This is an optimization exercise on Yosys and OpenROAD, whose aim is small area, a short achievable clock period and few clock cycles per item, not a production implementation.
Only simulation tests tie the RTL to the original design; equivalence was not proved.

==> flow/config.mk <==
export PLATFORM = sky130hd
export DESIGN_NAME = fc_layer_top
export DESIGN_NICKNAME = fc_layer_top
export VERILOG_FILES = /design/flow/design.v
export SDC_FILE = /design/flow/constraint.sdc
export NUM_CORES = 4
export LEC_CHECK = 0
export CAP_MARGIN = 20
export CORE_MARGIN = 2
export CORE_UTILIZATION = 55
export CTS_BUF_LIST = sky130_fd_sc_hd__clkbuf_8
export CTS_CLUSTER_DIAMETER = 60
export CTS_CLUSTER_SIZE = 16
export PLACE_DENSITY = 0.6
export SETUP_SLACK_MARGIN = 5
export SLEW_MARGIN = 20
==> flow/flow/run.sh <==
#!/bin/bash
# The standard layout (standard.sh, unchanged synthesis and steps), with
# plain buffers instead of delay cells as the port buffers.
set -euo pipefail
export BUFFER_PORTS_ARGS="-buffer_cell sky130_fd_sc_hd__buf_1"
bash standard.sh > standard.log 2>&1
==> flow/standard.sh <==
#!/bin/bash
# synth_recipe.tcl (not shown) runs the flow's synth.tcl, then flattens the netlist and writes it again
# the make line also repeats each setting of config.mk as NAME=value (left out here)
make -C /OpenROAD-flow-scripts/flow DESIGN_CONFIG=/design/flow/config.mk WORK_HOME=/design/flow/orfs CLKGATE_MAP_FILE= SYNTH_SCRIPT=/design/flow/synth_recipe.tcl "${@:-finish}"
==> flow/constraint.sdc <==
create_clock -name core_clock -period 9.0 [get_ports {clk}]
set_input_delay 1.8000 -clock core_clock [delete_from_list [all_inputs] [get_ports {clk}]]
set_output_delay 1.8000 -clock core_clock [all_outputs]
set_load 0.01 [all_outputs]
==> flow/design.v <==
`default_nettype none
package fc_pkg;
    localparam int BYTE_W    = 8;
    localparam int WORD_W    = 32;
    localparam int IN_COUNT  = 8;
    localparam int OUT_COUNT = 4;
    localparam int ACC_W     = 20;
    localparam int FEATURE_W = IN_COUNT * BYTE_W;
    localparam int FRAME_WORDS = (FEATURE_W + OUT_COUNT * FEATURE_W
                                  + OUT_COUNT * BYTE_W) / WORD_W;
    localparam int STEP_W = 4;
    typedef enum logic {
        LOAD_RECEIVE,
        LOAD_COMPUTE
    } loader_state_t;
    typedef enum logic [1:0] {
        LANE_IDLE,
        LANE_ACCUMULATE,
        LANE_BIAS_ADD,
        LANE_DONE
    } lane_state_t;
endpackage
`default_nettype wire
`default_nettype none
module fc_dot4_cs (
    input  wire [47:0] bd,    
    input  wire [31:0] w,
    output wire [18:0] s,
    output wire [18:0] c
);
wire x1;
wire x2;
wire x3;
wire x4;
wire x5;
wire x6;
wire x7;
wire x8;
wire x9;
wire nx10;
wire x11;
wire x12;
wire x13;
wire x14;
wire x15;
wire x16;
wire x17;
wire x18;
wire x19;
wire nx20;
wire x21;
wire x22;
wire x23;
wire x24;
wire x25;
wire x26;
wire x27;
wire x28;
wire x29;
wire nx30;
wire x31;
wire x32;
wire x33;
wire x34;
wire x35;
wire x36;
wire x37;
wire x38;
wire x39;
wire nx40;
wire x41;
wire x42;
wire x43;
wire x44;
wire x45;
wire x46;
wire x47;
wire x48;
wire x49;
wire nx50;
wire x51;
wire x52;
wire x53;
wire x54;
wire x55;
wire x56;
wire x57;
wire x58;
wire x59;
wire nx60;
wire x61;
wire x62;
wire x63;
wire x64;
wire x65;
wire x66;
wire x67;
wire x68;
wire x69;
wire nx70;
wire x71;
wire x72;
wire x73;
wire x74;
wire x75;
wire x76;
wire x77;
wire x78;
wire x79;
wire nx80;
wire x81;
wire x82;
wire x83;
wire x84;
wire x85;
wire x86;
wire x87;
wire x88;
wire x89;
wire nx90;
wire x91;
wire x92;
wire x93;
wire x94;
wire x95;
wire x96;
wire x97;
wire x98;
wire x99;
wire nx100;
wire x101;
wire x102;
wire x103;
wire x104;
wire x105;
wire x106;
wire x107;
wire x108;
wire x109;
wire nx110;
wire x111;
wire x112;
wire x113;
wire x114;
wire x115;
wire x116;
wire x117;
wire x118;
wire x119;
wire nx120;
wire x121;
wire x122;
wire x123;
wire x124;
wire x125;
wire x126;
wire x127;
wire x128;
wire x129;
wire nx130;
wire x131;
wire x132;
wire x133;
wire x134;
wire x135;
wire x136;
wire x137;
wire x138;
wire x139;
wire nx140;
wire x141;
wire x142;
wire x143;
wire x144;
wire x145;
wire x146;
wire x147;
wire x148;
wire x149;
wire nx150;
wire x151;
wire x152;
wire x153;
wire x154;
wire x155;
wire x156;
wire x157;
wire x158;
wire x159;
wire nx160;
wire s161;
wire c162;
wire s163;
wire c164;
wire s165;
wire c166;
wire s167;
wire c168;
wire s169;
wire c170;
wire s171;
wire c172;
wire s173;
wire c174;
wire s175;
wire c176;
wire s177;
wire c178;
wire s179;
wire c180;
wire s181;
wire c182;
wire s183;
wire c184;
wire s185;
wire c186;
wire s187;
wire c188;
wire s189;
wire c190;
wire s191;
wire c192;
wire s193;
wire c194;
wire s195;
wire c196;
wire s197;
wire c198;
wire s199;
wire c200;
wire s201;
wire c202;
wire s203;
wire c204;
wire s205;
wire c206;
wire s207;
wire c208;
wire s209;
wire c210;
wire s211;
wire c212;
wire s213;
wire c214;
wire s215;
wire c216;
wire s217;
wire c218;
wire s219;
wire c220;
wire s221;
wire c222;
wire s223;
wire c224;
wire s225;
wire c226;
wire s227;
wire c228;
wire s229;
wire c230;
wire s231;
wire c232;
wire s233;
wire c234;
wire s235;
wire c236;
wire s237;
wire c238;
wire s239;
wire c240;
wire s241;
wire c242;
wire s243;
wire c244;
wire s245;
wire c246;
wire s247;
wire c248;
wire s249;
wire c250;
wire s251;
wire c252;
wire s253;
wire c254;
wire s255;
wire c256;
wire s257;
wire c258;
wire s259;
wire c260;
wire s261;
wire c262;
wire s263;
wire c264;
wire s265;
wire c266;
wire s267;
wire c268;
wire s269;
wire c270;
wire s271;
wire c272;
wire s273;
wire c274;
wire s275;
wire c276;
wire s277;
wire c278;
wire s279;
wire c280;
wire s281;
wire c282;
wire s283;
wire c284;
wire s285;
wire c286;
wire s287;
wire c288;
wire s289;
wire c290;
wire s291;
wire c292;
wire s293;
wire c294;
wire s295;
wire c296;
wire s297;
wire c298;
wire s299;
wire c300;
wire s301;
wire c302;
wire s303;
wire c304;
wire s305;
wire c306;
wire s307;
wire c308;
wire s309;
wire c310;
wire s311;
wire c312;
wire s313;
wire c314;
wire s315;
wire c316;
wire s317;
wire c318;
wire s319;
wire c320;
wire s321;
wire c322;
wire s323;
wire c324;
wire s325;
wire c326;
wire s327;
wire c328;
wire s329;
wire c330;
wire s331;
wire c332;
wire s333;
wire c334;
wire s335;
wire c336;
wire s337;
wire c338;
wire s339;
wire c340;
wire s341;
wire c342;
wire s343;
wire c344;
wire s345;
wire c346;
wire s347;
wire c348;
wire s349;
wire c350;
wire s351;
wire c352;
wire s353;
wire c354;
wire s355;
wire c356;
wire s357;
wire c358;
wire s359;
wire c360;
wire s361;
wire c362;
wire s363;
wire c364;
wire s365;
wire c366;
wire s367;
wire c368;
wire s369;
wire c370;
wire s371;
wire c372;
wire s373;
wire c374;
wire s375;
wire c376;
wire s377;
wire c378;
wire s379;
wire c380;
wire s381;
wire c382;
wire s383;
wire c384;
wire s385;
wire c386;
wire s387;
wire c388;
wire s389;
wire c390;
wire s391;
wire c392;
wire s393;
wire c394;
wire s395;
wire c396;
wire s397;
wire c398;
wire s399;
wire c400;
wire s401;
wire c402;
wire s403;
wire c404;
wire s405;
wire c406;
wire s407;
wire c408;
wire s409;
wire c410;
wire s411;
wire c412;
wire s413;
wire c414;
wire s415;
wire c416;
wire s417;
wire c418;
wire s419;
wire c420;
wire s421;
wire c422;
wire s423;
wire c424;
wire s425;
wire c426;
wire s427;
wire c428;
wire s429;
wire c430;
wire s431;
wire c432;
wire s433;
wire c434;
wire s435;
wire c436;
wire s437;
wire c438;
wire s439;
wire c440;
wire s441;
wire c442;
wire s443;
wire c444;
wire s445;
wire c446;
wire s447;
wire c448;
wire s449;
wire c450;
wire s451;
wire c452;
wire s453;
wire c454;
wire s455;
wire c456;
assign x1 = ((bd[0] & w[0]) | (bd[1] & 1'b0)) ^ bd[2];
assign x2 = ((bd[0] & w[1]) | (bd[1] & w[0])) ^ bd[2];
assign x3 = ((bd[0] & w[2]) | (bd[1] & w[1])) ^ bd[2];
assign x4 = ((bd[0] & w[3]) | (bd[1] & w[2])) ^ bd[2];
assign x5 = ((bd[0] & w[4]) | (bd[1] & w[3])) ^ bd[2];
assign x6 = ((bd[0] & w[5]) | (bd[1] & w[4])) ^ bd[2];
assign x7 = ((bd[0] & w[6]) | (bd[1] & w[5])) ^ bd[2];
assign x8 = ((bd[0] & w[7]) | (bd[1] & w[6])) ^ bd[2];
assign x9 = ((bd[0] & w[7]) | (bd[1] & w[7])) ^ bd[2];
assign nx10 = ~x9;
assign x11 = ((bd[3] & w[0]) | (bd[4] & 1'b0)) ^ bd[5];
assign x12 = ((bd[3] & w[1]) | (bd[4] & w[0])) ^ bd[5];
assign x13 = ((bd[3] & w[2]) | (bd[4] & w[1])) ^ bd[5];
assign x14 = ((bd[3] & w[3]) | (bd[4] & w[2])) ^ bd[5];
assign x15 = ((bd[3] & w[4]) | (bd[4] & w[3])) ^ bd[5];
assign x16 = ((bd[3] & w[5]) | (bd[4] & w[4])) ^ bd[5];
assign x17 = ((bd[3] & w[6]) | (bd[4] & w[5])) ^ bd[5];
assign x18 = ((bd[3] & w[7]) | (bd[4] & w[6])) ^ bd[5];
assign x19 = ((bd[3] & w[7]) | (bd[4] & w[7])) ^ bd[5];
assign nx20 = ~x19;
assign x21 = ((bd[6] & w[0]) | (bd[7] & 1'b0)) ^ bd[8];
assign x22 = ((bd[6] & w[1]) | (bd[7] & w[0])) ^ bd[8];
assign x23 = ((bd[6] & w[2]) | (bd[7] & w[1])) ^ bd[8];
assign x24 = ((bd[6] & w[3]) | (bd[7] & w[2])) ^ bd[8];
assign x25 = ((bd[6] & w[4]) | (bd[7] & w[3])) ^ bd[8];
assign x26 = ((bd[6] & w[5]) | (bd[7] & w[4])) ^ bd[8];
assign x27 = ((bd[6] & w[6]) | (bd[7] & w[5])) ^ bd[8];
assign x28 = ((bd[6] & w[7]) | (bd[7] & w[6])) ^ bd[8];
assign x29 = ((bd[6] & w[7]) | (bd[7] & w[7])) ^ bd[8];
assign nx30 = ~x29;
assign x31 = ((bd[9] & w[0]) | (bd[10] & 1'b0)) ^ bd[11];
assign x32 = ((bd[9] & w[1]) | (bd[10] & w[0])) ^ bd[11];
assign x33 = ((bd[9] & w[2]) | (bd[10] & w[1])) ^ bd[11];
assign x34 = ((bd[9] & w[3]) | (bd[10] & w[2])) ^ bd[11];
assign x35 = ((bd[9] & w[4]) | (bd[10] & w[3])) ^ bd[11];
assign x36 = ((bd[9] & w[5]) | (bd[10] & w[4])) ^ bd[11];
assign x37 = ((bd[9] & w[6]) | (bd[10] & w[5])) ^ bd[11];
assign x38 = ((bd[9] & w[7]) | (bd[10] & w[6])) ^ bd[11];
assign x39 = ((bd[9] & w[7]) | (bd[10] & w[7])) ^ bd[11];
assign nx40 = ~x39;
assign x41 = ((bd[12] & w[8]) | (bd[13] & 1'b0)) ^ bd[14];
assign x42 = ((bd[12] & w[9]) | (bd[13] & w[8])) ^ bd[14];
assign x43 = ((bd[12] & w[10]) | (bd[13] & w[9])) ^ bd[14];
assign x44 = ((bd[12] & w[11]) | (bd[13] & w[10])) ^ bd[14];
assign x45 = ((bd[12] & w[12]) | (bd[13] & w[11])) ^ bd[14];
assign x46 = ((bd[12] & w[13]) | (bd[13] & w[12])) ^ bd[14];
assign x47 = ((bd[12] & w[14]) | (bd[13] & w[13])) ^ bd[14];
assign x48 = ((bd[12] & w[15]) | (bd[13] & w[14])) ^ bd[14];
assign x49 = ((bd[12] & w[15]) | (bd[13] & w[15])) ^ bd[14];
assign nx50 = ~x49;
assign x51 = ((bd[15] & w[8]) | (bd[16] & 1'b0)) ^ bd[17];
assign x52 = ((bd[15] & w[9]) | (bd[16] & w[8])) ^ bd[17];
assign x53 = ((bd[15] & w[10]) | (bd[16] & w[9])) ^ bd[17];
assign x54 = ((bd[15] & w[11]) | (bd[16] & w[10])) ^ bd[17];
assign x55 = ((bd[15] & w[12]) | (bd[16] & w[11])) ^ bd[17];
assign x56 = ((bd[15] & w[13]) | (bd[16] & w[12])) ^ bd[17];
assign x57 = ((bd[15] & w[14]) | (bd[16] & w[13])) ^ bd[17];
assign x58 = ((bd[15] & w[15]) | (bd[16] & w[14])) ^ bd[17];
assign x59 = ((bd[15] & w[15]) | (bd[16] & w[15])) ^ bd[17];
assign nx60 = ~x59;
assign x61 = ((bd[18] & w[8]) | (bd[19] & 1'b0)) ^ bd[20];
assign x62 = ((bd[18] & w[9]) | (bd[19] & w[8])) ^ bd[20];
assign x63 = ((bd[18] & w[10]) | (bd[19] & w[9])) ^ bd[20];
assign x64 = ((bd[18] & w[11]) | (bd[19] & w[10])) ^ bd[20];
assign x65 = ((bd[18] & w[12]) | (bd[19] & w[11])) ^ bd[20];
assign x66 = ((bd[18] & w[13]) | (bd[19] & w[12])) ^ bd[20];
assign x67 = ((bd[18] & w[14]) | (bd[19] & w[13])) ^ bd[20];
assign x68 = ((bd[18] & w[15]) | (bd[19] & w[14])) ^ bd[20];
assign x69 = ((bd[18] & w[15]) | (bd[19] & w[15])) ^ bd[20];
assign nx70 = ~x69;
assign x71 = ((bd[21] & w[8]) | (bd[22] & 1'b0)) ^ bd[23];
assign x72 = ((bd[21] & w[9]) | (bd[22] & w[8])) ^ bd[23];
assign x73 = ((bd[21] & w[10]) | (bd[22] & w[9])) ^ bd[23];
assign x74 = ((bd[21] & w[11]) | (bd[22] & w[10])) ^ bd[23];
assign x75 = ((bd[21] & w[12]) | (bd[22] & w[11])) ^ bd[23];
assign x76 = ((bd[21] & w[13]) | (bd[22] & w[12])) ^ bd[23];
assign x77 = ((bd[21] & w[14]) | (bd[22] & w[13])) ^ bd[23];
assign x78 = ((bd[21] & w[15]) | (bd[22] & w[14])) ^ bd[23];
assign x79 = ((bd[21] & w[15]) | (bd[22] & w[15])) ^ bd[23];
assign nx80 = ~x79;
assign x81 = ((bd[24] & w[16]) | (bd[25] & 1'b0)) ^ bd[26];
assign x82 = ((bd[24] & w[17]) | (bd[25] & w[16])) ^ bd[26];
assign x83 = ((bd[24] & w[18]) | (bd[25] & w[17])) ^ bd[26];
assign x84 = ((bd[24] & w[19]) | (bd[25] & w[18])) ^ bd[26];
assign x85 = ((bd[24] & w[20]) | (bd[25] & w[19])) ^ bd[26];
assign x86 = ((bd[24] & w[21]) | (bd[25] & w[20])) ^ bd[26];
assign x87 = ((bd[24] & w[22]) | (bd[25] & w[21])) ^ bd[26];
assign x88 = ((bd[24] & w[23]) | (bd[25] & w[22])) ^ bd[26];
assign x89 = ((bd[24] & w[23]) | (bd[25] & w[23])) ^ bd[26];
assign nx90 = ~x89;
assign x91 = ((bd[27] & w[16]) | (bd[28] & 1'b0)) ^ bd[29];
assign x92 = ((bd[27] & w[17]) | (bd[28] & w[16])) ^ bd[29];
assign x93 = ((bd[27] & w[18]) | (bd[28] & w[17])) ^ bd[29];
assign x94 = ((bd[27] & w[19]) | (bd[28] & w[18])) ^ bd[29];
assign x95 = ((bd[27] & w[20]) | (bd[28] & w[19])) ^ bd[29];
assign x96 = ((bd[27] & w[21]) | (bd[28] & w[20])) ^ bd[29];
assign x97 = ((bd[27] & w[22]) | (bd[28] & w[21])) ^ bd[29];
assign x98 = ((bd[27] & w[23]) | (bd[28] & w[22])) ^ bd[29];
assign x99 = ((bd[27] & w[23]) | (bd[28] & w[23])) ^ bd[29];
assign nx100 = ~x99;
assign x101 = ((bd[30] & w[16]) | (bd[31] & 1'b0)) ^ bd[32];
assign x102 = ((bd[30] & w[17]) | (bd[31] & w[16])) ^ bd[32];
assign x103 = ((bd[30] & w[18]) | (bd[31] & w[17])) ^ bd[32];
assign x104 = ((bd[30] & w[19]) | (bd[31] & w[18])) ^ bd[32];
assign x105 = ((bd[30] & w[20]) | (bd[31] & w[19])) ^ bd[32];
assign x106 = ((bd[30] & w[21]) | (bd[31] & w[20])) ^ bd[32];
assign x107 = ((bd[30] & w[22]) | (bd[31] & w[21])) ^ bd[32];
assign x108 = ((bd[30] & w[23]) | (bd[31] & w[22])) ^ bd[32];
assign x109 = ((bd[30] & w[23]) | (bd[31] & w[23])) ^ bd[32];
assign nx110 = ~x109;
assign x111 = ((bd[33] & w[16]) | (bd[34] & 1'b0)) ^ bd[35];
assign x112 = ((bd[33] & w[17]) | (bd[34] & w[16])) ^ bd[35];
assign x113 = ((bd[33] & w[18]) | (bd[34] & w[17])) ^ bd[35];
assign x114 = ((bd[33] & w[19]) | (bd[34] & w[18])) ^ bd[35];
assign x115 = ((bd[33] & w[20]) | (bd[34] & w[19])) ^ bd[35];
assign x116 = ((bd[33] & w[21]) | (bd[34] & w[20])) ^ bd[35];
assign x117 = ((bd[33] & w[22]) | (bd[34] & w[21])) ^ bd[35];
assign x118 = ((bd[33] & w[23]) | (bd[34] & w[22])) ^ bd[35];
assign x119 = ((bd[33] & w[23]) | (bd[34] & w[23])) ^ bd[35];
assign nx120 = ~x119;
assign x121 = ((bd[36] & w[24]) | (bd[37] & 1'b0)) ^ bd[38];
assign x122 = ((bd[36] & w[25]) | (bd[37] & w[24])) ^ bd[38];
assign x123 = ((bd[36] & w[26]) | (bd[37] & w[25])) ^ bd[38];
assign x124 = ((bd[36] & w[27]) | (bd[37] & w[26])) ^ bd[38];
assign x125 = ((bd[36] & w[28]) | (bd[37] & w[27])) ^ bd[38];
assign x126 = ((bd[36] & w[29]) | (bd[37] & w[28])) ^ bd[38];
assign x127 = ((bd[36] & w[30]) | (bd[37] & w[29])) ^ bd[38];
assign x128 = ((bd[36] & w[31]) | (bd[37] & w[30])) ^ bd[38];
assign x129 = ((bd[36] & w[31]) | (bd[37] & w[31])) ^ bd[38];
assign nx130 = ~x129;
assign x131 = ((bd[39] & w[24]) | (bd[40] & 1'b0)) ^ bd[41];
assign x132 = ((bd[39] & w[25]) | (bd[40] & w[24])) ^ bd[41];
assign x133 = ((bd[39] & w[26]) | (bd[40] & w[25])) ^ bd[41];
assign x134 = ((bd[39] & w[27]) | (bd[40] & w[26])) ^ bd[41];
assign x135 = ((bd[39] & w[28]) | (bd[40] & w[27])) ^ bd[41];
assign x136 = ((bd[39] & w[29]) | (bd[40] & w[28])) ^ bd[41];
assign x137 = ((bd[39] & w[30]) | (bd[40] & w[29])) ^ bd[41];
assign x138 = ((bd[39] & w[31]) | (bd[40] & w[30])) ^ bd[41];
assign x139 = ((bd[39] & w[31]) | (bd[40] & w[31])) ^ bd[41];
assign nx140 = ~x139;
assign x141 = ((bd[42] & w[24]) | (bd[43] & 1'b0)) ^ bd[44];
assign x142 = ((bd[42] & w[25]) | (bd[43] & w[24])) ^ bd[44];
assign x143 = ((bd[42] & w[26]) | (bd[43] & w[25])) ^ bd[44];
assign x144 = ((bd[42] & w[27]) | (bd[43] & w[26])) ^ bd[44];
assign x145 = ((bd[42] & w[28]) | (bd[43] & w[27])) ^ bd[44];
assign x146 = ((bd[42] & w[29]) | (bd[43] & w[28])) ^ bd[44];
assign x147 = ((bd[42] & w[30]) | (bd[43] & w[29])) ^ bd[44];
assign x148 = ((bd[42] & w[31]) | (bd[43] & w[30])) ^ bd[44];
assign x149 = ((bd[42] & w[31]) | (bd[43] & w[31])) ^ bd[44];
assign nx150 = ~x149;
assign x151 = ((bd[45] & w[24]) | (bd[46] & 1'b0)) ^ bd[47];
assign x152 = ((bd[45] & w[25]) | (bd[46] & w[24])) ^ bd[47];
assign x153 = ((bd[45] & w[26]) | (bd[46] & w[25])) ^ bd[47];
assign x154 = ((bd[45] & w[27]) | (bd[46] & w[26])) ^ bd[47];
assign x155 = ((bd[45] & w[28]) | (bd[46] & w[27])) ^ bd[47];
assign x156 = ((bd[45] & w[29]) | (bd[46] & w[28])) ^ bd[47];
assign x157 = ((bd[45] & w[30]) | (bd[46] & w[29])) ^ bd[47];
assign x158 = ((bd[45] & w[31]) | (bd[46] & w[30])) ^ bd[47];
assign x159 = ((bd[45] & w[31]) | (bd[46] & w[31])) ^ bd[47];
assign nx160 = ~x159;
assign s161 = x7 ^ x15;
assign c162 = x7 & x15;
assign s163 = x5 ^ x13 ^ x21;
assign c164 = (x5 ^ x13) ? x21 : x5;
assign s165 = bd[8] ^ x45;
assign c166 = bd[8] & x45;
assign s167 = x6 ^ x14;
assign c168 = x6 & x14;
assign s169 = x23 ^ x31 ^ bd[11];
assign c170 = (x23 ^ x31) ? bd[11] : x23;
assign s171 = x47 ^ x55 ^ x63;
assign c172 = (x47 ^ x55) ? x63 : x47;
assign s173 = x71 ^ bd[23] ^ x87;
assign c174 = (x71 ^ bd[23]) ? x87 : x71;
assign s175 = x95 ^ x103;
assign c176 = x95 & x103;
assign s177 = x8 ^ x16 ^ x24;
assign c178 = (x8 ^ x16) ? x24 : x8;
assign s179 = x32 ^ x48 ^ x56;
assign c180 = (x32 ^ x48) ? x56 : x32;
assign s181 = x64 ^ x72 ^ x88;
assign c182 = (x64 ^ x72) ? x88 : x64;
assign s183 = x96 ^ x104 ^ x112;
assign c184 = (x96 ^ x104) ? x112 : x96;
assign s185 = nx10 ^ x17 ^ x25;
assign c186 = (nx10 ^ x17) ? x25 : nx10;
assign s187 = x33 ^ nx50 ^ x57;
assign c188 = (x33 ^ nx50) ? x57 : x33;
assign s189 = x65 ^ x73 ^ nx90;
assign c190 = (x65 ^ x73) ? nx90 : x65;
assign s191 = x97 ^ x105;
assign c192 = x97 & x105;
assign s193 = x18 ^ x26 ^ x34;
assign c194 = (x18 ^ x26) ? x34 : x18;
assign s195 = x58 ^ x66;
assign c196 = x58 & x66;
assign s197 = nx20 ^ x27 ^ x35;
assign c198 = (nx20 ^ x27) ? x35 : nx20;
assign s199 = x3 ^ x11 ^ bd[5];
assign c200 = (x3 ^ x11) ? bd[5] : x3;
assign s201 = x43 ^ x51;
assign c202 = x43 & x51;
assign s203 = x4 ^ x12;
assign c204 = x4 & x12;
assign s205 = x53 ^ x61 ^ bd[20];
assign c206 = (x53 ^ x61) ? bd[20] : x53;
assign s207 = x85 ^ x93 ^ x101;
assign c208 = (x85 ^ x93) ? x101 : x85;
assign s209 = bd[32] ^ x125;
assign c210 = bd[32] & x125;
assign s211 = x22 ^ x46 ^ x54;
assign c212 = (x22 ^ x46) ? x54 : x22;
assign s213 = x62 ^ x86 ^ x94;
assign c214 = (x62 ^ x86) ? x94 : x62;
assign s215 = x102 ^ x126 ^ x134;
assign c216 = (x102 ^ x126) ? x134 : x102;
assign s217 = x142 ^ s167;
assign c218 = x142 & s167;
assign s219 = x111 ^ bd[35] ^ x127;
assign c220 = (x111 ^ bd[35]) ? x127 : x111;
assign s221 = x135 ^ x143 ^ x151;
assign c222 = (x135 ^ x143) ? x151 : x135;
assign s223 = bd[47] ^ s161 ^ s169;
assign c224 = (bd[47] ^ s161) ? s169 : bd[47];
assign s225 = s171 ^ s173 ^ s175;
assign c226 = (s171 ^ s173) ? s175 : s171;
assign s227 = x128 ^ x136 ^ x144;
assign c228 = (x128 ^ x136) ? x144 : x128;
assign s229 = x152 ^ c162 ^ s177;
assign c230 = (x152 ^ c162) ? s177 : x152;
assign s231 = s179 ^ s181 ^ s183;
assign c232 = (s179 ^ s181) ? s183 : s179;
assign s233 = c170 ^ c172 ^ c174;
assign c234 = (c170 ^ c172) ? c174 : c170;
assign s235 = x113 ^ nx130 ^ x137;
assign c236 = (x113 ^ nx130) ? x137 : x113;
assign s237 = x145 ^ x153 ^ s185;
assign c238 = (x145 ^ x153) ? s185 : x145;
assign s239 = s187 ^ s189 ^ s191;
assign c240 = (s187 ^ s189) ? s191 : s187;
assign s241 = c178 ^ c180 ^ c182;
assign c242 = (c178 ^ c180) ? c182 : c178;
assign s243 = x74 ^ x98 ^ x106;
assign c244 = (x74 ^ x98) ? x106 : x74;
assign s245 = x114 ^ x138 ^ x146;
assign c246 = (x114 ^ x138) ? x146 : x114;
assign s247 = x154 ^ s193 ^ s195;
assign c248 = (x154 ^ s193) ? s195 : x154;
assign s249 = c186 ^ c188 ^ c190;
assign c250 = (c186 ^ c188) ? c190 : c186;
assign s251 = nx60 ^ x67 ^ x75;
assign c252 = (nx60 ^ x67) ? x75 : nx60;
assign s253 = nx100 ^ x107 ^ x115;
assign c254 = (nx100 ^ x107) ? x115 : nx100;
assign s255 = nx140 ^ x147 ^ x155;
assign c256 = (nx140 ^ x147) ? x155 : nx140;
assign s257 = s197 ^ c194 ^ c196;
assign c258 = (s197 ^ c194) ? c196 : s197;
assign s259 = x28 ^ x36 ^ x68;
assign c260 = (x28 ^ x36) ? x68 : x28;
assign s261 = x76 ^ x108 ^ x116;
assign c262 = (x76 ^ x108) ? x116 : x76;
assign s263 = x148 ^ x156;
assign c264 = x148 & x156;
assign s265 = nx30 ^ x37 ^ nx70;
assign c266 = (nx30 ^ x37) ? nx70 : nx30;
assign s267 = x1 ^ bd[2] ^ x41;
assign c268 = (x1 ^ bd[2]) ? x41 : x1;
assign s269 = bd[17] ^ x83 ^ x91;
assign c270 = (bd[17] ^ x83) ? x91 : bd[17];
assign s271 = bd[29] ^ x123;
assign c272 = bd[29] & x123;
assign s273 = x44 ^ x52 ^ x84;
assign c274 = (x44 ^ x52) ? x84 : x44;
assign s275 = x92 ^ x124 ^ x132;
assign c276 = (x92 ^ x124) ? x132 : x92;
assign s277 = s203 ^ c200;
assign c278 = s203 & c200;
assign s279 = x133 ^ x141 ^ bd[44];
assign c280 = (x133 ^ x141) ? bd[44] : x133;
assign s281 = s163 ^ s165 ^ s205;
assign c282 = (s163 ^ s165) ? s205 : s163;
assign s283 = s207 ^ s209 ^ c204;
assign c284 = (s207 ^ s209) ? c204 : s207;
assign s285 = c164 ^ c166 ^ s211;
assign c286 = (c164 ^ c166) ? s211 : c164;
assign s287 = s213 ^ s215 ^ s217;
assign c288 = (s213 ^ s215) ? s217 : s213;
assign s289 = c206 ^ c208 ^ c210;
assign c290 = (c206 ^ c208) ? c210 : c206;
assign s291 = c168 ^ s219 ^ s221;
assign c292 = (c168 ^ s219) ? s221 : c168;
assign s293 = s223 ^ s225 ^ c212;
assign c294 = (s223 ^ s225) ? c212 : s223;
assign s295 = c214 ^ c216 ^ c218;
assign c296 = (c214 ^ c216) ? c218 : c214;
assign s297 = c176 ^ s227 ^ s229;
assign c298 = (c176 ^ s227) ? s229 : c176;
assign s299 = s231 ^ s233 ^ c220;
assign c300 = (s231 ^ s233) ? c220 : s231;
assign s301 = c222 ^ c224 ^ c226;
assign c302 = (c222 ^ c224) ? c226 : c222;
assign s303 = c184 ^ s235 ^ s237;
assign c304 = (c184 ^ s235) ? s237 : c184;
assign s305 = s239 ^ s241 ^ c228;
assign c306 = (s239 ^ s241) ? c228 : s239;
assign s307 = c230 ^ c232 ^ c234;
assign c308 = (c230 ^ c232) ? c234 : c230;
assign s309 = c192 ^ s243 ^ s245;
assign c310 = (c192 ^ s243) ? s245 : c192;
assign s311 = s247 ^ s249 ^ c236;
assign c312 = (s247 ^ s249) ? c236 : s247;
assign s313 = c238 ^ c240 ^ c242;
assign c314 = (c238 ^ c240) ? c242 : c238;
assign s315 = s251 ^ s253 ^ s255;
assign c316 = (s251 ^ s253) ? s255 : s251;
assign s317 = s257 ^ c244 ^ c246;
assign c318 = (s257 ^ c244) ? c246 : s257;
assign s319 = c248 ^ c250 ^ 1'b1;
assign c320 = (c248 ^ c250) ? 1'b1 : c248;
assign s321 = c198 ^ s259 ^ s261;
assign c322 = (c198 ^ s259) ? s261 : c198;
assign s323 = s263 ^ c252 ^ c254;
assign c324 = (s263 ^ c252) ? c254 : s263;
assign s325 = c256 ^ c258 ^ 1'b1;
assign c326 = (c256 ^ c258) ? 1'b1 : c256;
assign s327 = x77 ^ nx110 ^ x117;
assign c328 = (x77 ^ nx110) ? x117 : x77;
assign s329 = nx150 ^ x157 ^ s265;
assign c330 = (nx150 ^ x157) ? s265 : nx150;
assign s331 = c260 ^ c262 ^ c264;
assign c332 = (c260 ^ c262) ? c264 : c260;
assign s333 = x38 ^ x78 ^ x118;
assign c334 = (x38 ^ x78) ? x118 : x38;
assign s335 = x158 ^ c266;
assign c336 = x158 & c266;
assign s337 = bd[14] ^ x81 ^ bd[26];
assign c338 = (bd[14] ^ x81) ? bd[26] : bd[14];
assign s339 = x2 ^ x42 ^ x82;
assign c340 = (x2 ^ x42) ? x82 : x2;
assign s341 = x131 ^ bd[41] ^ s199;
assign c342 = (x131 ^ bd[41]) ? s199 : x131;
assign s343 = s201 ^ s269;
assign c344 = s201 & s269;
assign s345 = c202 ^ s273 ^ s275;
assign c346 = (c202 ^ s273) ? s275 : c202;
assign s347 = s277 ^ c270 ^ c272;
assign c348 = (s277 ^ c270) ? c272 : s277;
assign s349 = s279 ^ s281 ^ s283;
assign c350 = (s279 ^ s281) ? s283 : s279;
assign s351 = c274 ^ c276 ^ c278;
assign c352 = (c274 ^ c276) ? c278 : c274;
assign s353 = s285 ^ s287 ^ s289;
assign c354 = (s285 ^ s287) ? s289 : s285;
assign s355 = c280 ^ c282 ^ c284;
assign c356 = (c280 ^ c282) ? c284 : c280;
assign s357 = s291 ^ s293 ^ s295;
assign c358 = (s291 ^ s293) ? s295 : s291;
assign s359 = c286 ^ c288 ^ c290;
assign c360 = (c286 ^ c288) ? c290 : c286;
assign s361 = s297 ^ s299 ^ s301;
assign c362 = (s297 ^ s299) ? s301 : s297;
assign s363 = c292 ^ c294 ^ c296;
assign c364 = (c292 ^ c294) ? c296 : c292;
assign s365 = s303 ^ s305 ^ s307;
assign c366 = (s303 ^ s305) ? s307 : s303;
assign s367 = c298 ^ c300 ^ c302;
assign c368 = (c298 ^ c300) ? c302 : c298;
assign s369 = s309 ^ s311 ^ s313;
assign c370 = (s309 ^ s311) ? s313 : s309;
assign s371 = c304 ^ c306 ^ c308;
assign c372 = (c304 ^ c306) ? c308 : c304;
assign s373 = s315 ^ s317 ^ s319;
assign c374 = (s315 ^ s317) ? s319 : s315;
assign s375 = c310 ^ c312 ^ c314;
assign c376 = (c310 ^ c312) ? c314 : c310;
assign s377 = s321 ^ s323 ^ s325;
assign c378 = (s321 ^ s323) ? s325 : s321;
assign s379 = c316 ^ c318 ^ c320;
assign c380 = (c316 ^ c318) ? c320 : c316;
assign s381 = s327 ^ s329 ^ s331;
assign c382 = (s327 ^ s329) ? s331 : s327;
assign s383 = c322 ^ c324 ^ c326;
assign c384 = (c322 ^ c324) ? c326 : c322;
assign s385 = s333 ^ s335 ^ c328;
assign c386 = (s333 ^ s335) ? c328 : s333;
assign s387 = c330 ^ c332 ^ 1'b1;
assign c388 = (c330 ^ c332) ? 1'b1 : c330;
assign s389 = nx40 ^ nx80 ^ nx120;
assign c390 = (nx40 ^ nx80) ? nx120 : nx40;
assign s391 = nx160 ^ c334 ^ c336;
assign c392 = (nx160 ^ c334) ? c336 : nx160;
assign s393 = x121 ^ bd[38];
assign c394 = x121 & bd[38];
assign s395 = x122 ^ c268 ^ s339;
assign c396 = (x122 ^ c268) ? s339 : x122;
assign s397 = s271 ^ s341 ^ s343;
assign c398 = (s271 ^ s341) ? s343 : s271;
assign s399 = s345 ^ s347 ^ c342;
assign c400 = (s345 ^ s347) ? c342 : s345;
assign s401 = s349 ^ s351 ^ c346;
assign c402 = (s349 ^ s351) ? c346 : s349;
assign s403 = s353 ^ s355 ^ c350;
assign c404 = (s353 ^ s355) ? c350 : s353;
assign s405 = s357 ^ s359 ^ c354;
assign c406 = (s357 ^ s359) ? c354 : s357;
assign s407 = s361 ^ s363 ^ c358;
assign c408 = (s361 ^ s363) ? c358 : s361;
assign s409 = s365 ^ s367 ^ c362;
assign c410 = (s365 ^ s367) ? c362 : s365;
assign s411 = s369 ^ s371 ^ c366;
assign c412 = (s369 ^ s371) ? c366 : s369;
assign s413 = s373 ^ s375 ^ c370;
assign c414 = (s373 ^ s375) ? c370 : s373;
assign s415 = s377 ^ s379 ^ c374;
assign c416 = (s377 ^ s379) ? c374 : s377;
assign s417 = s381 ^ s383 ^ c378;
assign c418 = (s381 ^ s383) ? c378 : s381;
assign s419 = s385 ^ s387 ^ c382;
assign c420 = (s385 ^ s387) ? c382 : s385;
assign s421 = s389 ^ s391 ^ c386;
assign c422 = (s389 ^ s391) ? c386 : s389;
assign s423 = c390 ^ c392;
assign c424 = c390 & c392;
assign s425 = s267 ^ s337;
assign c426 = s267 & s337;
assign s427 = c338 ^ s395 ^ c394;
assign c428 = (c338 ^ s395) ? c394 : c338;
assign s429 = c340 ^ s397 ^ c396;
assign c430 = (c340 ^ s397) ? c396 : c340;
assign s431 = c344 ^ s399 ^ c398;
assign c432 = (c344 ^ s399) ? c398 : c344;
assign s433 = c348 ^ s401 ^ c400;
assign c434 = (c348 ^ s401) ? c400 : c348;
assign s435 = c352 ^ s403 ^ c402;
assign c436 = (c352 ^ s403) ? c402 : c352;
assign s437 = c356 ^ s405 ^ c404;
assign c438 = (c356 ^ s405) ? c404 : c356;
assign s439 = c360 ^ s407 ^ c406;
assign c440 = (c360 ^ s407) ? c406 : c360;
assign s441 = c364 ^ s409 ^ c408;
assign c442 = (c364 ^ s409) ? c408 : c364;
assign s443 = c368 ^ s411 ^ c410;
assign c444 = (c368 ^ s411) ? c410 : c368;
assign s445 = c372 ^ s413 ^ c412;
assign c446 = (c372 ^ s413) ? c412 : c372;
assign s447 = c376 ^ s415 ^ c414;
assign c448 = (c376 ^ s415) ? c414 : c376;
assign s449 = c380 ^ s417 ^ c416;
assign c450 = (c380 ^ s417) ? c416 : c380;
assign s451 = c384 ^ s419 ^ c418;
assign c452 = (c384 ^ s419) ? c418 : c384;
assign s453 = c388 ^ s421 ^ c420;
assign c454 = (c388 ^ s421) ? c420 : c388;
assign s455 = s423 ^ c422 ^ 1'b1;
assign c456 = (s423 ^ c422) ? 1'b1 : s423;
assign s = {1'b1, 1'b1, c424, s455, s453, s451, s449, s447, s445, s443, s441, s439, s437, s435, s433, s431, s429, s427, s393};
assign c = {1'b0, 1'b0, c456, c454, c452, c450, c448, c446, c444, c442, c440, c438, c436, c434, c432, c430, c428, c426, s425};
endmodule
`default_nettype wire
`default_nettype none
module fc_add4 (
    input  wire [18:0] x,
    input  wire [18:0] s,
    input  wire [18:0] c,
    input  wire [18:0] b,
    output wire [18:0] y
);
wire l1_t0;
wire l1_s0;
wire l1_c0;
wire l1_t1;
wire l1_s1;
wire l1_c1;
wire l1_t2;
wire l1_s2;
wire l1_c2;
wire l1_t3;
wire l1_s3;
wire l1_c3;
wire l1_t4;
wire l1_s4;
wire l1_c4;
wire l1_t5;
wire l1_s5;
wire l1_c5;
wire l1_t6;
wire l1_s6;
wire l1_c6;
wire l1_t7;
wire l1_s7;
wire l1_c7;
wire l1_t8;
wire l1_s8;
wire l1_c8;
wire l1_t9;
wire l1_s9;
wire l1_c9;
wire l1_t10;
wire l1_s10;
wire l1_c10;
wire l1_t11;
wire l1_s11;
wire l1_c11;
wire l1_t12;
wire l1_s12;
wire l1_c12;
wire l1_t13;
wire l1_s13;
wire l1_c13;
wire l1_t14;
wire l1_s14;
wire l1_c14;
wire l1_t15;
wire l1_s15;
wire l1_c15;
wire l1_t16;
wire l1_s16;
wire l1_c16;
wire l1_t17;
wire l1_s17;
wire l1_c17;
wire l1_t18;
wire l1_s18;
wire l1_c18;
wire l2_t0;
wire l2_s0;
wire l2_c0;
wire l2_t1;
wire l2_s1;
wire l2_c1;
wire l2_t2;
wire l2_s2;
wire l2_c2;
wire l2_t3;
wire l2_s3;
wire l2_c3;
wire l2_t4;
wire l2_s4;
wire l2_c4;
wire l2_t5;
wire l2_s5;
wire l2_c5;
wire l2_t6;
wire l2_s6;
wire l2_c6;
wire l2_t7;
wire l2_s7;
wire l2_c7;
wire l2_t8;
wire l2_s8;
wire l2_c8;
wire l2_t9;
wire l2_s9;
wire l2_c9;
wire l2_t10;
wire l2_s10;
wire l2_c10;
wire l2_t11;
wire l2_s11;
wire l2_c11;
wire l2_t12;
wire l2_s12;
wire l2_c12;
wire l2_t13;
wire l2_s13;
wire l2_c13;
wire l2_t14;
wire l2_s14;
wire l2_c14;
wire l2_t15;
wire l2_s15;
wire l2_c15;
wire l2_t16;
wire l2_s16;
wire l2_c16;
wire l2_t17;
wire l2_s17;
wire l2_c17;
wire l2_t18;
wire l2_s18;
wire l2_c18;
assign l1_t0 = s[0] ^ c[0];
assign l1_s0 = l1_t0 ^ x[0];
assign l1_c0 = l1_t0 ? x[0] : s[0];
assign l1_t1 = s[1] ^ c[1];
assign l1_s1 = l1_t1 ^ x[1];
assign l1_c1 = l1_t1 ? x[1] : s[1];
assign l1_t2 = s[2] ^ c[2];
assign l1_s2 = l1_t2 ^ x[2];
assign l1_c2 = l1_t2 ? x[2] : s[2];
assign l1_t3 = s[3] ^ c[3];
assign l1_s3 = l1_t3 ^ x[3];
assign l1_c3 = l1_t3 ? x[3] : s[3];
assign l1_t4 = s[4] ^ c[4];
assign l1_s4 = l1_t4 ^ x[4];
assign l1_c4 = l1_t4 ? x[4] : s[4];
assign l1_t5 = s[5] ^ c[5];
assign l1_s5 = l1_t5 ^ x[5];
assign l1_c5 = l1_t5 ? x[5] : s[5];
assign l1_t6 = s[6] ^ c[6];
assign l1_s6 = l1_t6 ^ x[6];
assign l1_c6 = l1_t6 ? x[6] : s[6];
assign l1_t7 = s[7] ^ c[7];
assign l1_s7 = l1_t7 ^ x[7];
assign l1_c7 = l1_t7 ? x[7] : s[7];
assign l1_t8 = s[8] ^ c[8];
assign l1_s8 = l1_t8 ^ x[8];
assign l1_c8 = l1_t8 ? x[8] : s[8];
assign l1_t9 = s[9] ^ c[9];
assign l1_s9 = l1_t9 ^ x[9];
assign l1_c9 = l1_t9 ? x[9] : s[9];
assign l1_t10 = s[10] ^ c[10];
assign l1_s10 = l1_t10 ^ x[10];
assign l1_c10 = l1_t10 ? x[10] : s[10];
assign l1_t11 = s[11] ^ c[11];
assign l1_s11 = l1_t11 ^ x[11];
assign l1_c11 = l1_t11 ? x[11] : s[11];
assign l1_t12 = s[12] ^ c[12];
assign l1_s12 = l1_t12 ^ x[12];
assign l1_c12 = l1_t12 ? x[12] : s[12];
assign l1_t13 = s[13] ^ c[13];
assign l1_s13 = l1_t13 ^ x[13];
assign l1_c13 = l1_t13 ? x[13] : s[13];
assign l1_t14 = s[14] ^ c[14];
assign l1_s14 = l1_t14 ^ x[14];
assign l1_c14 = l1_t14 ? x[14] : s[14];
assign l1_t15 = s[15] ^ c[15];
assign l1_s15 = l1_t15 ^ x[15];
assign l1_c15 = l1_t15 ? x[15] : s[15];
assign l1_t16 = s[16] ^ c[16];
assign l1_s16 = l1_t16 ^ x[16];
assign l1_c16 = l1_t16 ? x[16] : s[16];
assign l1_t17 = s[17] ^ c[17];
assign l1_s17 = l1_t17 ^ x[17];
assign l1_c17 = l1_t17 ? x[17] : s[17];
assign l1_t18 = s[18] ^ c[18];
assign l1_s18 = l1_t18 ^ x[18];
assign l1_c18 = l1_t18 ? x[18] : s[18];
assign l2_t0 = l1_s0 ^ 1'b0;
assign l2_s0 = l2_t0 ^ b[0];
assign l2_c0 = l2_t0 ? b[0] : l1_s0;
assign l2_t1 = l1_s1 ^ l1_c0;
assign l2_s1 = l2_t1 ^ b[1];
assign l2_c1 = l2_t1 ? b[1] : l1_s1;
assign l2_t2 = l1_s2 ^ l1_c1;
assign l2_s2 = l2_t2 ^ b[2];
assign l2_c2 = l2_t2 ? b[2] : l1_s2;
assign l2_t3 = l1_s3 ^ l1_c2;
assign l2_s3 = l2_t3 ^ b[3];
assign l2_c3 = l2_t3 ? b[3] : l1_s3;
assign l2_t4 = l1_s4 ^ l1_c3;
assign l2_s4 = l2_t4 ^ b[4];
assign l2_c4 = l2_t4 ? b[4] : l1_s4;
assign l2_t5 = l1_s5 ^ l1_c4;
assign l2_s5 = l2_t5 ^ b[5];
assign l2_c5 = l2_t5 ? b[5] : l1_s5;
assign l2_t6 = l1_s6 ^ l1_c5;
assign l2_s6 = l2_t6 ^ b[6];
assign l2_c6 = l2_t6 ? b[6] : l1_s6;
assign l2_t7 = l1_s7 ^ l1_c6;
assign l2_s7 = l2_t7 ^ b[7];
assign l2_c7 = l2_t7 ? b[7] : l1_s7;
assign l2_t8 = l1_s8 ^ l1_c7;
assign l2_s8 = l2_t8 ^ b[8];
assign l2_c8 = l2_t8 ? b[8] : l1_s8;
assign l2_t9 = l1_s9 ^ l1_c8;
assign l2_s9 = l2_t9 ^ b[9];
assign l2_c9 = l2_t9 ? b[9] : l1_s9;
assign l2_t10 = l1_s10 ^ l1_c9;
assign l2_s10 = l2_t10 ^ b[10];
assign l2_c10 = l2_t10 ? b[10] : l1_s10;
assign l2_t11 = l1_s11 ^ l1_c10;
assign l2_s11 = l2_t11 ^ b[11];
assign l2_c11 = l2_t11 ? b[11] : l1_s11;
assign l2_t12 = l1_s12 ^ l1_c11;
assign l2_s12 = l2_t12 ^ b[12];
assign l2_c12 = l2_t12 ? b[12] : l1_s12;
assign l2_t13 = l1_s13 ^ l1_c12;
assign l2_s13 = l2_t13 ^ b[13];
assign l2_c13 = l2_t13 ? b[13] : l1_s13;
assign l2_t14 = l1_s14 ^ l1_c13;
assign l2_s14 = l2_t14 ^ b[14];
assign l2_c14 = l2_t14 ? b[14] : l1_s14;
assign l2_t15 = l1_s15 ^ l1_c14;
assign l2_s15 = l2_t15 ^ b[15];
assign l2_c15 = l2_t15 ? b[15] : l1_s15;
assign l2_t16 = l1_s16 ^ l1_c15;
assign l2_s16 = l2_t16 ^ b[16];
assign l2_c16 = l2_t16 ? b[16] : l1_s16;
assign l2_t17 = l1_s17 ^ l1_c16;
assign l2_s17 = l2_t17 ^ b[17];
assign l2_c17 = l2_t17 ? b[17] : l1_s17;
assign l2_t18 = l1_s18 ^ l1_c17;
assign l2_s18 = l2_t18 ^ b[18];
assign l2_c18 = l2_t18 ? b[18] : l1_s18;
assign y = {l2_s18, l2_s17, l2_s16, l2_s15, l2_s14, l2_s13, l2_s12, l2_s11, l2_s10, l2_s9, l2_s8, l2_s7, l2_s6, l2_s5, l2_s4, l2_s3, l2_s2, l2_s1, l2_s0} + {l2_c17, l2_c16, l2_c15, l2_c14, l2_c13, l2_c12, l2_c11, l2_c10, l2_c9, l2_c8, l2_c7, l2_c6, l2_c5, l2_c4, l2_c3, l2_c2, l2_c1, l2_c0, 1'b0};
endmodule
`default_nettype wire
`timescale 1ns/1ns
`default_nettype none
import fc_pkg::*;
module fc_layer_top (
    input  wire logic              clk,
    input  wire logic              rstn,
    input  wire logic              in_valid,
    input  wire logic [WORD_W-1:0] in_data,
    output logic                   out_valid,
    output logic      [WORD_W-1:0] out_data
);
    localparam int SW = 19;
    function automatic logic [7:0] quant(input logic [SW-1:0] x);
        if ((x[SW-1:15] == '0) || (x[SW-1:15] == '1)) quant = x[15:8];
        else quant = x[SW-1] ? 8'h80 : 8'h7F;
    endfunction
    logic        vq;
    logic [31:0] dq;
    logic [3:0]  cnt;       
    logic [3:0]  nidx;      
    logic        ldq, wtq, finq;
    assign nidx = !vq ? cnt : (cnt == 4'd10) ? 4'd0 : cnt + 4'd1;
    always_ff @(posedge clk) dq <= in_valid ? in_data : '0;
    always_ff @(posedge clk or negedge rstn) begin
        if (!rstn) begin
            vq   <= 1'b0;
            cnt  <= '0;
            ldq  <= 1'b0;
            wtq  <= 1'b0;
            finq <= 1'b0;
        end else begin
            vq   <= in_valid;
            cnt  <= nidx;
            ldq  <= in_valid && (nidx < 4'd2);
            wtq  <= in_valid && (nidx >= 4'd2) && (nidx <= 4'd9);
            finq <= in_valid && (nidx == 4'd10);
        end
    end
    logic [31:0] fhi, fhi_d;
    logic [47:0] flo, flo_d;
    always_comb begin
        for (int b = 0; b < 4; b++) begin
            for (int i = 0; i < 4; i++) begin
                logic f2, f1, f0;
                f2 = fhi[8*b+2*i+1];
                f1 = fhi[8*b+2*i];
                f0 = (i == 0) ? 1'b0 : fhi[8*b+2*i-1];
                flo_d[12*b+3*i]   = f1 ^ f0;
                flo_d[12*b+3*i+1] = (f2 & !f1 & !f0) | (!f2 & f1 & f0);
                flo_d[12*b+3*i+2] = f2;
                fhi_d[8*b+2*i+1] = flo[12*b+3*i+2];
                fhi_d[8*b+2*i]   = flo[12*b+3*i] ^ ((i == 0) ? 1'b0 : flo[12*b+3*i-1]);
            end
        end
    end
    always_ff @(posedge clk) begin
        if (ldq || wtq) begin
            flo <= flo_d;
            fhi <= ldq ? dq : fhi_d;
        end
    end
    logic [SW-1:0] s_d, c_d, cs_s, cs_c;
    fc_dot4_cs u_dot (
        .bd (flo),
        .w  (dq),
        .s  (s_d),
        .c  (c_d)
    );
    always_ff @(posedge clk) begin
        cs_s <= s_d;
        cs_c <= c_d;
    end
    logic e_even, e_r0, e_r1, e_r2, e_a3;
    always_ff @(posedge clk or negedge rstn) begin
        if (!rstn) begin
            e_even <= 1'b0;
            e_r0   <= 1'b0;
            e_r1   <= 1'b0;
            e_r2   <= 1'b0;
            e_a3   <= 1'b0;
        end else begin
            e_even <= wtq && !cnt[0];
            e_r0   <= wtq && (cnt == 4'd3);
            e_r1   <= wtq && (cnt == 4'd5);
            e_r2   <= wtq && (cnt == 4'd7);
            e_a3   <= wtq && (cnt == 4'd9);
        end
    end
    logic [SW-1:0] acc, r0, r1, r2;
    logic [SW-1:0] sum;
    logic [7:0]    b3;
    logic [SW-1:0] r0b, r1b, r2b;
    assign b3  = finq ? dq[31:24] : 8'h00;
    fc_add4 u_sum (
        .x (e_even ? '0 : acc),
        .s (cs_s),
        .c (cs_c),
        .b ({{(SW-8){b3[7]}}, b3}),
        .y (sum)
    );
    function automatic logic [SW-1:0] add_bias(input logic [SW-1:0] r, input logic [7:0] b);
        logic [8:0]    lo;
        logic [SW-9:0] h, inc, dec;
        lo = {1'b0, r[7:0]} + {1'b0, b};
        h  = r[SW-1:8];
        for (int i = 0; i < SW - 8; i++) begin
            inc[i] = h[i] ^ ((i == 0) ? 1'b1 : ((h | ~((SW-8)'((1 << i) - 1))) == '1));
            dec[i] = h[i] ^ ((i == 0) ? 1'b1 : ~|(h & ((1 << i) - 1)));
        end
        if (lo[8] && !b[7])      add_bias = {inc, r[7:0]};
        else if (!lo[8] && b[7]) add_bias = {dec, r[7:0]};
        else                     add_bias = r;
    endfunction
    assign r0b = add_bias(r0, dq[7:0]);
    assign r1b = add_bias(r1, dq[15:8]);
    assign r2b = add_bias(r2, dq[23:16]);
    always_ff @(posedge clk) begin
        if (e_even || e_a3 || finq) acc <= sum;
        if (e_r0 || finq) r0 <= e_r0 ? sum : r0b;
        if (e_r1 || finq) r1 <= e_r1 ? sum : r1b;
        if (e_r2 || finq) r2 <= e_r2 ? sum : r2b;
    end
    always_ff @(posedge clk or negedge rstn) begin
        if (!rstn) out_valid <= 1'b0;
        else       out_valid <= finq;
    end
    assign out_data = {quant(acc), quant(r2), quant(r1), quant(r0)};
endmodule
`default_nettype wire
==> summary.txt, run 1 <==
CP endpoint kind - primary output
final hold violation count - 0
register area - 6360 um^2
layout cells sized above 1 - 0.110
CTS root buffer - clkbuf_8
DIE HEIGHT - 187 um
Fillers - 2978
footprint of the multi-input gates - 11500 um^2
drt total wl - 46200 um
Net count, final - 1949
Initial Util - 0.554
slew margin rel. - 0.426
Synth top cells by count - 356 x xnor2_1, 156 x edfxtp_1, 140 x nand2_1
Total GRT Usage - 0.263
fin crit share - 0.430
most numerous cell in the Yosys netlist - xnor2_1
I/O Buffers - 67
Syn-to-layout area delta - 5.82%
worst path required time - 7200 ps
crit path kind - flip-flop to primary output
Slew @ Worst Pin - 848 ps
diode count - 0
global-route wire length before repair - 71700 um
Mapped Cells - 1854
MaxCap Viol Count - 0
WP buf/inv - 1
Final Worst Setup Slack - 5130 ps
highest fanout seen on the critical path - 7
cell taking the most area after synthesis - edfxtp_1
CP top delay family - simple AND/OR/NAND/NOR gates
status - timing/DRC/antenna clean
worst hold slack - 458 ps
initial antenna violation count - 0
final setup fails - 0
Arr. time, crit path - 2070 ps
Die Width - 187 um
Tmin final - 3870 ps
CP Launch Type - flip-flop
CTS clk-pin slew, worst paths - 90 ps
CORE AREA - 33300 um^2
ys async rst share - 0.0593
largest net degree at the start of global routing - 69
Critical-path top delay cell - or4_4
number of vias per cell - 5.65
Slew Viols, Final - 0
1st-pass router iterations - 6
DRT iter0 DRCs - 1188
vias in the first global route - 12294
CTS buffer count - 24
CP peak stage delay - 620 ps
setup TNS - 0 ps
final core occ - 0.586
CTS tree - built
Max H-tree Level - 1
dominant synthesized flop cell - edfxtp_1
total congestion overflow - 0
GP Congestion - 0.878
clk latency of the worst-skew pair - 610 ps
synthesized flop and latch total - 236
DP HPWL - 35200 um
Post-Synthesis Cell Area - 18400 um^2
post-route cell area - 19500 um^2
Post-synth EDFFs - 156
Yosys top cell area share - 0.254
Synth cell types - 72
DP Worst Slack - 4240 ps
synthesized area per cell - 9.94 um^2
clock sink count - 236
RSZ-0062 raised after global routing - yes
CTS max path bufs - 3
Post-Syn Nets - 1950
Routed wire per std cell - 19.9 um
io pins - 68
dpl cell area - 18700 um^2
Final Skew - 35.6 ps
highest clock rate - 258 MHz
Final ANT Viol Nets - 0
HP Class - flip-flop to flip-flop
post-synthesis sequential area ratio - 0.345
Synthesis Warnings - 1
Synth area leaders - edfxtp_1 25%, xnor2_1 17%, dfxtp_1 7.2%
via count - 13092
row count - 67
Critical Path, Cell by Cell - or4_4 > a21oi_1 > nor2_1 > buf_1
DRC - 0
Die Area - 35000 um^2
final cells by class:
| type | instances | area share |
|---|---|---|
| clock buffers | 25 | 0.0176 |
| clock inverters | 19 | 0.00750 |
| well taps | 448 | 0.0287 |
| repair buffers | 91 | 0.0222 |
| multi-input cells | 1458 | 0.590 |
| flip-flops and latches | 236 | 0.326 |
| inverters | 42 | 0.00808 |
flip-flops by register name, indices dropped and copies added, names as in the netlist, 4 cells and up:
name / cells
acc: 19
cnt: 4
cs_c: 17
cs_s: 17
dq: 32
fhi: 32
flo: 48
r0: 19
r1: 19
r2: 19
layer usage:
metal  up-vias  part of all wire  GRT usage  wire (um)
met2       401              0.45      0.415      20600
met1      6257              0.47      0.382      21700
met5         -                 0          0          0
li1       6376                 -          -          -
met4         0             0.017     0.0540        792
met3        58             0.066     0.0405       3070
stage by stage:
step,cells
2_1_floorplan,1854
3_3_place_gp,2259
3_5_place_dp,2259
4_1_cts,2316
5_1_grt,2319
6_report,2319
kinds of logic (layout without fill, tap and decap cells):
group | after synthesis | after routing | share of synthesized area
and+or+nand+nor | 406 | 406 | 0.108
muxes | 55 | 55 | 0.0328
adders and majority gates | 163 | 163 | 0.0981
buffers and inverters | 160 | 177 | 0.0438
AOI/OAI and AO/OA | 326 | 326 | 0.118
DFF | 236 | 236 | 0.345
xor gates and xnor gates | 508 | 508 | 0.255
placed cells by master, fill, tap and decap left out, types with 22 or more instances in the layout:
master and instances:
dfxtp_1 62, a22oi_1 103, ha_1 59, a21oi_1 35
xnor2_1 350, mux2_2 39, and2_1 58, clkbuf_8 25
maj3_1 88, xor2_1 127, inv_1 43, edfxtp_1 156
nand2b_1 28, o21ai_0 104, a21o_1 22, nor2_1 80
nand2_1 140, buf_4 24, buf_1 66
path summary, 6_finish.rpt:
kind                          from      endpoint  slack [ps]  cells after the start
setup / recovery            r1[16]  out_data[10]        5130                      4
hold / removal             fhi[24]       flo[36]         460                      0
setup reg to reg             dq[9]        r1[13]        5170                     13
hold reg to reg            fhi[24]       flo[36]         460                      0
max in group asynchronous     rstn        e_even        7140                      1
min in group asynchronous     rstn           wtq        1290                      1
timing repair:
action                     4_1_cts  5_1_grt
pin swaps                        8       14
buffers inserted                13        3
hold buffers                     0        0
setup endpoints to repair       61       58
resized for setup               23       39
Testbench counts, summed over its fixed seeds: cycles 4,992, frames 384.
==> run 2: changes to the inputs <==
==> flow/flow/run.sh (replaced) <==
#!/bin/bash
# The standard layout (standard.sh, unchanged synthesis and steps), with
# plain buffers instead of delay cells as the port buffers, and a clock tree
# built without dummy loads.
set -euo pipefail
export BUFFER_PORTS_ARGS="-buffer_cell sky130_fd_sc_hd__buf_1"
export CTS_ARGS="-sink_clustering_enable -repair_clock_nets -sink_clustering_size 28 -sink_clustering_max_diameter 100 -buf_list sky130_fd_sc_hd__clkbuf_16 -dont_use_dummy_load"
bash standard.sh > standard.log 2>&1
--- a/flow/config.mk
+++ b/flow/config.mk
@@ -8,9 +8,9 @@
 export CAP_MARGIN = 20
 export CORE_MARGIN = 2
 export CORE_UTILIZATION = 55
-export CTS_BUF_LIST = sky130_fd_sc_hd__clkbuf_8
-export CTS_CLUSTER_DIAMETER = 60
-export CTS_CLUSTER_SIZE = 16
+export CTS_BUF_LIST = sky130_fd_sc_hd__clkbuf_16
+export CTS_CLUSTER_DIAMETER = 100
+export CTS_CLUSTER_SIZE = 28
 export PLACE_DENSITY = 0.6
 export SETUP_SLACK_MARGIN = 5
 export SLEW_MARGIN = 20
==> run 2 against run 1 <==
Against the previous run: register-to-register slack worse by 30 ps; maximum frequency up 0.15%; via count up 0.20%.
==> summary.txt, run 2 <==
vias in the first global route - 12192 (-0.83%)
DP HPWL - 35200 um (unchanged)
Critical Path Source - r1[16]
GP Congestion - 0.878 (unchanged)
top flop regs - flo (48), dq (32), fhi (32)
synthesized area per cell - 9.94 um^2 (unchanged)
Max H-tree Level - 1 (unchanged)
ys async rst share - 0.0593 (unchanged)
Synth area leaders - edfxtp_1 25%, xnor2_1 17%, dfxtp_1 7.2%
worst path required time - 7200 ps (about the same)
CP Launch Type - flip-flop
Post-Syn Nets - 1950 (unchanged)
Synth cell types - 72 (unchanged)
total congestion overflow - 0 (unchanged)
setup TNS - 0 ps (unchanged)
clk latency of the worst-skew pair - 520 ps (-90 ps)
slew margin rel. - 0.411 (-0.0156)
status - timing/DRC/antenna clean
highest clock rate - 259 MHz (+0.15%)
post-synthesis sequential area ratio - 0.345 (unchanged)
via count - 13118 (+0.20%)
Largest Register - flo
Critical Path, Cell by Cell - or4_1 > a21oi_1 > nor2_1 > buf_1
DRC - 0 (unchanged)
Post-Synthesis Cell Area - 18400 um^2 (unchanged)
Initial Util - 0.554 (unchanged)
Net count, final - 1941 (-0.41%)
CTS buffer count - 14 (-42%)
dpl cell area - 18700 um^2 (unchanged)
layout cells sized above 1 - 0.0977 (-0.0119)
CTS max path bufs - 3 (unchanged)
Final Skew - 66.3 ps (+30.8 ps)
max FFs per register - 48 (unchanged)
Hold EP - flo[36]
final hold violation count - 0 (unchanged)
cell taking the most area after synthesis - edfxtp_1
drt total wl - 46000 um (-0.39%)
commonest non-fill, non-tap cell in the layout - xnor2_1
Routed wire per std cell - 20.1 um (+0.83%)
dominant synthesized flop cell - edfxtp_1
post-route cell area - 19400 um^2 (-0.72%)
HP Class - flip-flop to flip-flop
Slew Viols, Final - 0 (unchanged)
Total GRT Usage - 0.261 (-0.00134)
CORE AREA - 33300 um^2 (unchanged)
Yosys top cell area share - 0.254 (unchanged)
CTS clk-pin slew, worst paths - 110 ps (+20 ps)
highest fanout seen on the critical path - 7 (unchanged)
largest net degree at the start of global routing - 69 (unchanged)
Mapped Cells - 1854 (unchanged)
Final Worst Setup Slack - 5140 ps (+5.85 ps)
reg2reg path depth - 12 (-1)
global-route wire length before repair - 71200 um (-0.74%)
diode count - 0 (unchanged)
Post-CTS Hold Fix Bufs - 0 (unchanged)
DIE HEIGHT - 187 um (unchanged)
Synth top cells by count - 356 x xnor2_1, 156 x edfxtp_1, 140 x nand2_1
clock sink count - 236 (unchanged)
fin crit share - 0.429 (-0.000650)
Synthesis Warnings - 1 (unchanged)
Critical-path top delay cell - or4_1
1st-pass router iterations - 5 (-1)
Arr. time, crit path - 2060 ps (about the same)
CTS tree - built
hold depth - 0 (unchanged)
Syn-to-layout area delta - 5.06%
CP endpoint kind - primary output
final setup fails - 0 (unchanged)
Slew @ Worst Pin - 884 ps (+35.4 ps)
CTS root buffer - clkbuf_16
synthesized flop and latch total - 236 (unchanged)
number of vias per cell - 5.73 (+1.4%)
Die Width - 187 um (unchanged)
I/O Buffers - 67 (unchanged)
Final ANT Viol Nets - 0 (unchanged)
crit path kind - flip-flop to primary output
Tmin final - 3860 ps (-5.85 ps)
final core occ - 0.582 (-0.00425)
most numerous cell in the Yosys netlist - xnor2_1
DRT iter0 DRCs - 1101 (-7.3%)
RSZ-0062 raised after global routing - no
post-route insts no fill - 2291 (-1.2%)
CP peak stage delay - 670 ps (+50 ps)
io pins - 68 (unchanged)
Die Area - 35000 um^2 (unchanged)
initial antenna violation count - 0 (unchanged)
DP Worst Slack - 4240 ps (unchanged)
RR Endpoint - r0[17]
Post-synth EDFFs - 156 (unchanged)
reg-to-reg slack, setup - 5140 ps (-30 ps)
worst hold slack - 457 ps (-1.09 ps)
r2r startpoint - dq[31]
hold_sp - fhi[24]
most frequent cells in the layout - 350 x xnor2_1, 156 x edfxtp_1, 140 x nand2_1
row count - 67 (unchanged)
MaxCap Viol Count - 0 (unchanged)
placed insts - 2259 (unchanged)
==> run 2: cell count changes in the layout (fill, tap and decap cells not counted), moves of 2 or more <==
cell       change
clkinv_4       -3
inv_6          -4
inv_8          -3
buf_4          +2
clkbuf_8      -25
clkinv_2       -4
o21ai_1        +2
inv_1          -2
clkbuf_16     +14
clkinv_1       -2
==> run 2: cells by family (layout without fill, tap and decap cells) <==
family,Yosys count,after routing,synth area share
compound gates,326,326,0.118
simple gates,406,406,0.108
mux,55,55,0.0328
buf+inv,160,149,0.0438
flops,236,236,0.345
xor+xnor,508,508,0.255
fa+ha+maj,163,163,0.0981
==> run 2: final cells by class <==
class | instances | area [um^2]
clock buffer | 14 | 350
tap | 448 | 561
sequential | 236 | 6360
timing repair buffer | 93 | 448
fill | 2967 | 13900
inverter | 42 | 158
multi-input combinational | 1458 | 11500
==> run 2: worst max-delay path by stage <==
stage	endpoint	cells after the start
floorplan	r0[17]	20
global placement	r1[17]	19
detailed placement	r0[15]	19
CTS	r0[13]	19
global route	r1[15]	18
finish	out_data[10]	4
==> run 2: repair_timing <==
item / 4_1_cts / 5_1_grt
buffers inserted: 13 / 5
endpoints found under the setup margin: 59 / 46
pin swaps: 8 / 15
hold endpoints to repair: 0 / 0
gates resized for setup: 19 / 41
==> run 2: metal layers <==
metal,wire length (um),global-route usage,part of all wire,up-vias
met4,908,0.0583,0.020,0
met3,2550,0.0334,0.055,54
met1,22000,0.381,0.48,6339
met2,20500,0.415,0.45,390
met5,0,0,0,-
li1,-,-,-,6335
==> run 2: worst max-delay path, delay by kind of cell (launching register included) <==
kind,cells,cell delay (ps)
and+or+nand+nor,2,730
DFF,1,500
AOI/OAI and AO/OA,1,200
buffers and inverters,1,140

re-timing with driven ports:
In the flow no input, the clock included, has a driving cell. The finished layouts below were timed again as built, in two steps. Step 1 assumes that a clkbuf_16 drives the clock port and a buf_2 every other input. Step 2 also shifts input and output timing later by t, the mid clock arrival at the registers, as if the neighbouring blocks saw the same clock. a / b / c = ideal / step 1 / step 2; a / b = the first two.
run | t, ns | setup slack, ns | hold WS [ns] | worst register clock-pin slew, ns | pins driven straight from the clock port
run 1 | 0.641 | 5.131 / 5.079 / 5.172 | 0.458 / 0.458 / 0.458 | 0.10 / 0.10 | 1
run 2 | 0.543 | 5.137 / 5.081 / 5.139 | 0.457 / 0.457 / 0.457 | 0.11 / 0.11 | 1
After both steps every run listed still meets setup and hold.
